From an optimization exercise on the open Yosys and OpenROAD flow, aimed at small area; shortcuts taken in it are not production practice.
Only simulation tests tie the RTL to the original design; equivalence was not proved.
Power figures rest on the tool's default switching activity, not on a simulated workload.

// gpio_mux_ctrl
module gpio_mux_ctrl #(
   parameter int          NUM_TEAMS    = 12,
   parameter int          NUM_PINS     = 34,
   parameter logic [31:0] BASE_ADDR    = 32'h3000_0000,
   parameter int          BLANK_CYCLES = 4
) (
   input  logic                          wb_clk_i,
   input  logic                          wb_rst_ni,
   input  logic                          wbs_stb_i,
   input  logic                          wbs_cyc_i,
   input  logic                          wbs_we_i,
   input  logic [3:0]                    wbs_sel_i,
   input  logic [31:0]                   wbs_dat_i,
   input  logic [31:0]                   wbs_adr_i,
   output logic                          wbs_ack_o,
   output logic [31:0]                   wbs_dat_o,
   input  logic [NUM_TEAMS*NUM_PINS-1:0] designs_gpio_out,
   input  logic [NUM_TEAMS*NUM_PINS-1:0] designs_gpio_oeb,
   output logic [NUM_PINS-1:0]           gpio_out,
   output logic [NUM_PINS-1:0]           gpio_oeb,
   output logic                          busy_o
);
Settings: LEC_CHECK=0, CAP_MARGIN=20, CORE_AREA=10 10 350 350, CTS_BUF_LIST=sky130_fd_sc_hd__clkbuf_2 sky130_fd_sc_hd__clkbuf_4, DIE_AREA=0 0 360 360, SLEW_MARGIN=20, SYNTH_HIERARCHICAL=1; clock period 7.0 ns.
standard.sh (not shown) runs the stock make flow with config.mk's settings and CLKGATE_MAP_FILE= SYNTH_SCRIPT=/design/flow/synth_recipe.tcl, a recipe that flattens the netlist after the stock synthesis.
==> flow/flow/run.sh <==
#!/bin/bash
# Standard ORFS layout with two changes:
#  - after the standard synthesis, every combinational cell is given the
#    smallest-area variant of its family (the resizer upsizes where timing,
#    slew or load needs it); registers keep their cells;
#  - the port buffers are the smallest buffer (buf_1);
#  - the clock tree uses larger sink clusters and no dummy loads.
set -euo pipefail
R=orfs/results/sky130hd/gpio_mux_ctrl/base
ARGS=('BUFFER_PORTS_ARGS=-buffer_cell sky130_fd_sc_hd__buf_1'
      'CTS_ARGS=-sink_clustering_enable -repair_clock_nets -dont_use_dummy_load -buf_list sky130_fd_sc_hd__clkbuf_8 -sink_clustering_size 16 -sink_clustering_max_diameter 60')
bash standard.sh "${ARGS[@]}" synth > log_synth.log 2>&1
python3 flow/downsize.py "$FLOW_HOME/platforms/sky130hd/lib/sky130_fd_sc_hd__tt_025C_1v80.lib" \
   "$R/1_2_yosys.v" > log_downsize.log 2>&1
rm -f "$R/1_synth.odb" "$R/1_synth.sdc"
bash standard.sh "${ARGS[@]}" finish > log_finish.log 2>&1
Other scripts of this flow, unchanged in this note and not shown: flow/flow/downsize.py
Edit:
--- a/flow/config.mk
+++ b/flow/config.mk
@@ -8,6 +8,6 @@
 export CAP_MARGIN = 20
 export CORE_AREA = 10 10 350 350
-export CTS_BUF_LIST = sky130_fd_sc_hd__clkbuf_2 sky130_fd_sc_hd__clkbuf_4
 export DIE_AREA = 0 0 360 360
+export PLACE_DENSITY = 0.8
 export SLEW_MARGIN = 20
 export SYNTH_HIERARCHICAL = 1
Result: The changed run produced a clean layout. Total power came out higher by 3.3%. Final area came out higher by 0.59%. Combinational power is about the same. Synthesized cell count does not change. Sequential share of layout area came out lower by 0.18 points. Clock-buffer cell count came out higher by 6. Critical path depth came out lower by 5. Core utilization came out higher by 0.13 points.

* * *

gpio_mux_ctrl, a different RTL version from the one above (not shown whole).
Size: about 1,700 cells after synthesis, ~990 I/O pins.
clock: 7.0 ns
lec_check: 0
cap_margin: 20
core_area: 10 10 350 350
die_area: 0 0 360 360
slew_margin: 20
synth_hierarchical: 1
==> flow/flow/run.sh <==
#!/bin/bash
# Standard ORFS layout with three changes:
#  - after the standard synthesis, every combinational cell is given the
#    smallest-area variant of its family (the resizer upsizes where timing,
#    slew or load needs it); registers keep their cells;
#  - the port buffers are the smallest buffer (buf_1);
#  - the clock tree uses small clock buffers, sink clusters of at most 8 and
#    no dummy loads.
set -euo pipefail
R=orfs/results/sky130hd/gpio_mux_ctrl/base
ARGS=('BUFFER_PORTS_ARGS=-buffer_cell sky130_fd_sc_hd__buf_1'
      'CTS_ARGS=-sink_clustering_enable -repair_clock_nets -dont_use_dummy_load -buf_list sky130_fd_sc_hd__clkbuf_4 -sink_clustering_size 8 -sink_clustering_max_diameter 50')
bash standard.sh "${ARGS[@]}" synth > log_synth.log 2>&1
python3 flow/downsize.py "$FLOW_HOME/platforms/sky130hd/lib/sky130_fd_sc_hd__tt_025C_1v80.lib" \
   "$R/1_2_yosys.v" > log_downsize.log 2>&1
rm -f "$R/1_synth.odb" "$R/1_synth.sdc"
bash standard.sh "${ARGS[@]}" SKIP_REPAIR_TIE_FANOUT=1 finish > log_finish.log 2>&1
Other scripts of this flow, unchanged in this note and not shown: flow/flow/downsize.py
The starting point went through all stages and came out clean.
Then changed:
--- a/flow/flow/run.sh
+++ b/flow/flow/run.sh
@@ -1,4 +1,4 @@
 #!/bin/bash
-# Standard ORFS layout with three changes:
+# Standard ORFS layout with four changes:
 #  - after the standard synthesis, every combinational cell is given the
 #    smallest-area variant of its family (the resizer upsizes where timing,
@@ -6,5 +6,6 @@
 #  - the port buffers are the smallest buffer (buf_1);
 #  - the clock tree uses small clock buffers, sink clusters of at most 8 and
-#    no dummy loads.
+#    no dummy loads;
+#  - the constant outputs share one tie cell (no tie fan-out repair).
 set -euo pipefail
 R=orfs/results/sky130hd/gpio_mux_ctrl/base
Cell count is unchanged.
Worst setup slack is unchanged.
Final area stays the same.
Power is unchanged.
Synthesized cell count is unchanged.
Via count stays the same.
Area after synthesis stays the same.
Global-route usage does not change.
Clock power stays flat.
Clock skew stays the same.
Then changed:
--- a/flow/flow/run.sh
+++ b/flow/flow/run.sh
@@ -11,5 +11,5 @@
 R=orfs/results/sky130hd/gpio_mux_ctrl/base
 ARGS=('BUFFER_PORTS_ARGS=-buffer_cell sky130_fd_sc_hd__buf_1'
-      'CTS_ARGS=-sink_clustering_enable -repair_clock_nets -dont_use_dummy_load -buf_list sky130_fd_sc_hd__clkbuf_4 -sink_clustering_size 8 -sink_clustering_max_diameter 50')
+      'CTS_ARGS=-sink_clustering_enable -repair_clock_nets -dont_use_dummy_load -buf_list sky130_fd_sc_hd__clkbuf_16 -sink_clustering_size 30 -sink_clustering_max_diameter 60')
 bash standard.sh "${ARGS[@]}" synth > log_synth.log 2>&1
 python3 flow/downsize.py "$FLOW_HOME/platforms/sky130hd/lib/sky130_fd_sc_hd__tt_025C_1v80.lib" \
=> The new run completed without violations. Global-route usage fell by 0.13 points. Combinational power is about the same. Clock power rises by about 35%. Clock-buffer cell count came out lower by 24. Sequential power stays flat. Synthesized cell count does not change. Cell count fell by about 0.6%. Synthesized area stays the same. Flip-flop and latch count does not change. Worst hold slack gains 0.0033 ns.
Then changed:
--- a/flow/flow/run.sh
+++ b/flow/flow/run.sh
@@ -11,5 +11,6 @@
 R=orfs/results/sky130hd/gpio_mux_ctrl/base
 ARGS=('BUFFER_PORTS_ARGS=-buffer_cell sky130_fd_sc_hd__buf_1'
-      'CTS_ARGS=-sink_clustering_enable -repair_clock_nets -dont_use_dummy_load -buf_list sky130_fd_sc_hd__clkbuf_16 -sink_clustering_size 30 -sink_clustering_max_diameter 60')
+      'PLACE_PINS_ARGS=-min_distance 1 -min_distance_in_tracks'
+      'CTS_ARGS=-sink_clustering_enable -repair_clock_nets -dont_use_dummy_load -buf_list sky130_fd_sc_hd__clkbuf_4 -sink_clustering_size 8 -sink_clustering_max_diameter 50')
 bash standard.sh "${ARGS[@]}" synth > log_synth.log 2>&1
 python3 flow/downsize.py "$FLOW_HOME/platforms/sky130hd/lib/sky130_fd_sc_hd__tt_025C_1v80.lib" \
- CORE_AREA: 10 10 350 350 -> 6 6 294 294
- DIE_AREA: 0 0 360 360 -> 0 0 300 300
Power decreases by 11%.
Register-to-register slack improved by 0.31 ns.
Critical path depth decreases by 1.

* * *

Setup of run K:
Another version of the RTL of gpio_mux_ctrl (not shown whole).
Size in the first run: ~1,700 cells after synthesis, roughly 990 I/O pins, ~19,000 um2 of cells after synthesis.
==> flow/config.mk <==
export PLATFORM = sky130hd
export DESIGN_NAME = gpio_mux_ctrl
export DESIGN_NICKNAME = gpio_mux_ctrl
export VERILOG_FILES = /design/flow/design.v
export SDC_FILE = /design/flow/constraint.sdc
export NUM_CORES = 4
export LEC_CHECK = 0
export CAP_MARGIN = 20
export CORE_AREA = 10 10 350 350
export CTS_BUF_LIST = sky130_fd_sc_hd__clkbuf_2 sky130_fd_sc_hd__clkbuf_4
export DIE_AREA = 0 0 360 360
export SLEW_MARGIN = 20
export SYNTH_HIERARCHICAL = 1
==> flow/constraint.sdc <==
create_clock -name core_clock -period 7.0 [get_ports {wb_clk_i}]
set_input_delay 1.4000 -clock core_clock [delete_from_list [all_inputs] [get_ports {wb_clk_i}]]
set_output_delay 1.4000 -clock core_clock [all_outputs]
set_load 0.01 [all_outputs]
==> flow/flow/run.sh <==
#!/bin/bash
# Standard ORFS layout with two changes:
#  - after the standard synthesis, every combinational cell is given the
#    smallest-area variant of its family (the resizer upsizes where timing,
#    slew or load needs it); registers keep their cells;
#  - the port buffers are the smallest buffer (buf_1);
#  - the clock tree uses larger sink clusters and no dummy loads.
set -euo pipefail
R=orfs/results/sky130hd/gpio_mux_ctrl/base
ARGS=('BUFFER_PORTS_ARGS=-buffer_cell sky130_fd_sc_hd__buf_1'
      'CTS_ARGS=-sink_clustering_enable -repair_clock_nets -dont_use_dummy_load -buf_list sky130_fd_sc_hd__clkbuf_8 -sink_clustering_size 16 -sink_clustering_max_diameter 60')
bash standard.sh "${ARGS[@]}" synth > log_synth.log 2>&1
python3 flow/downsize.py "$FLOW_HOME/platforms/sky130hd/lib/sky130_fd_sc_hd__tt_025C_1v80.lib" \
   "$R/1_2_yosys.v" > log_downsize.log 2>&1
rm -f "$R/1_synth.odb" "$R/1_synth.sdc"
bash standard.sh "${ARGS[@]}" finish > log_finish.log 2>&1
Other scripts of this flow, unchanged in this note and not shown: flow/flow/downsize.py
Run K: all stages complete, timing, DRC and antenna checks passed
Edits applied to the flow inputs when going from run K to run E:
- CTS_BUF_LIST removed (was sky130_fd_sc_hd__clkbuf_2 sky130_fd_sc_hd__clkbuf_4)
-- flow/flow/run.sh --
<<< run K, line 11
      'CTS_ARGS=-sink_clustering_enable -repair_clock_nets -dont_use_dummy_load -buf_list sky130_fd_sc_hd__clkbuf_8 -sink_clustering_size 16 -sink_clustering_max_diameter 60')
>>> run E, line 11
      'CTS_ARGS=-sink_clustering_enable -repair_clock_nets -dont_use_dummy_load -buf_list sky130_fd_sc_hd__clkbuf_4 -sink_clustering_size 8 -sink_clustering_max_diameter 50')
[summary]
Run E completed end to end with timing, DRC and antenna clean. Run E against run K: post-synthesis to final-layout area growth stayed essentially flat, final clock period utilization by the worst path rose by 2.7 points, reported combinational group power stayed essentially flat.

==> what the ideal ports hide <==
The flow's constraints put no driver on any port. The routed layouts listed below were extracted and timed again, unchanged, in two steps. Step 1: set_driving_cell puts a clkbuf_16 on wb_clk_i and a buf_2 on each other input, an assumption about the parent block. Step 2 moves the port delays by t, midway between the first and last clock arrival at a register: inputs arrive t later, outputs are due t later. That takes back most of the time a late clock gives input paths. a / b / c = ideal / step 1 / step 2; a / b = the first two.
run	t, ns	setup slack, ns	slew at the worst register clock pin (ns)
the first run of note 1	0.670	1.943 / 1.967 / 1.297	0.10 / 0.10
the second run of note 1	0.626	2.083 / 2.033 / 1.787	0.11 / 0.11
the first run of note 2	0.790	1.973 / 1.916 / 1.614	0.11 / 0.11
the second run of note 2	0.790	1.973 / 1.916 / 1.614	0.11 / 0.11
the third run of note 2	0.612	2.218 / 2.154 / 1.910	0.10 / 0.10
the fourth run of note 2	0.776	2.548 / 2.494 / 2.372	0.10 / 0.10
run K	0.679	2.291 / 2.224 / 2.012	0.11 / 0.11
run E	0.816	2.101 / 2.035 / 2.312	0.10 / 0.10
After both steps setup and hold are still met in every run listed. For the first run of note 1, which loses most, drivers alone change the setup slack by +0.024 ns; drivers and shift together by -0.646 ns.
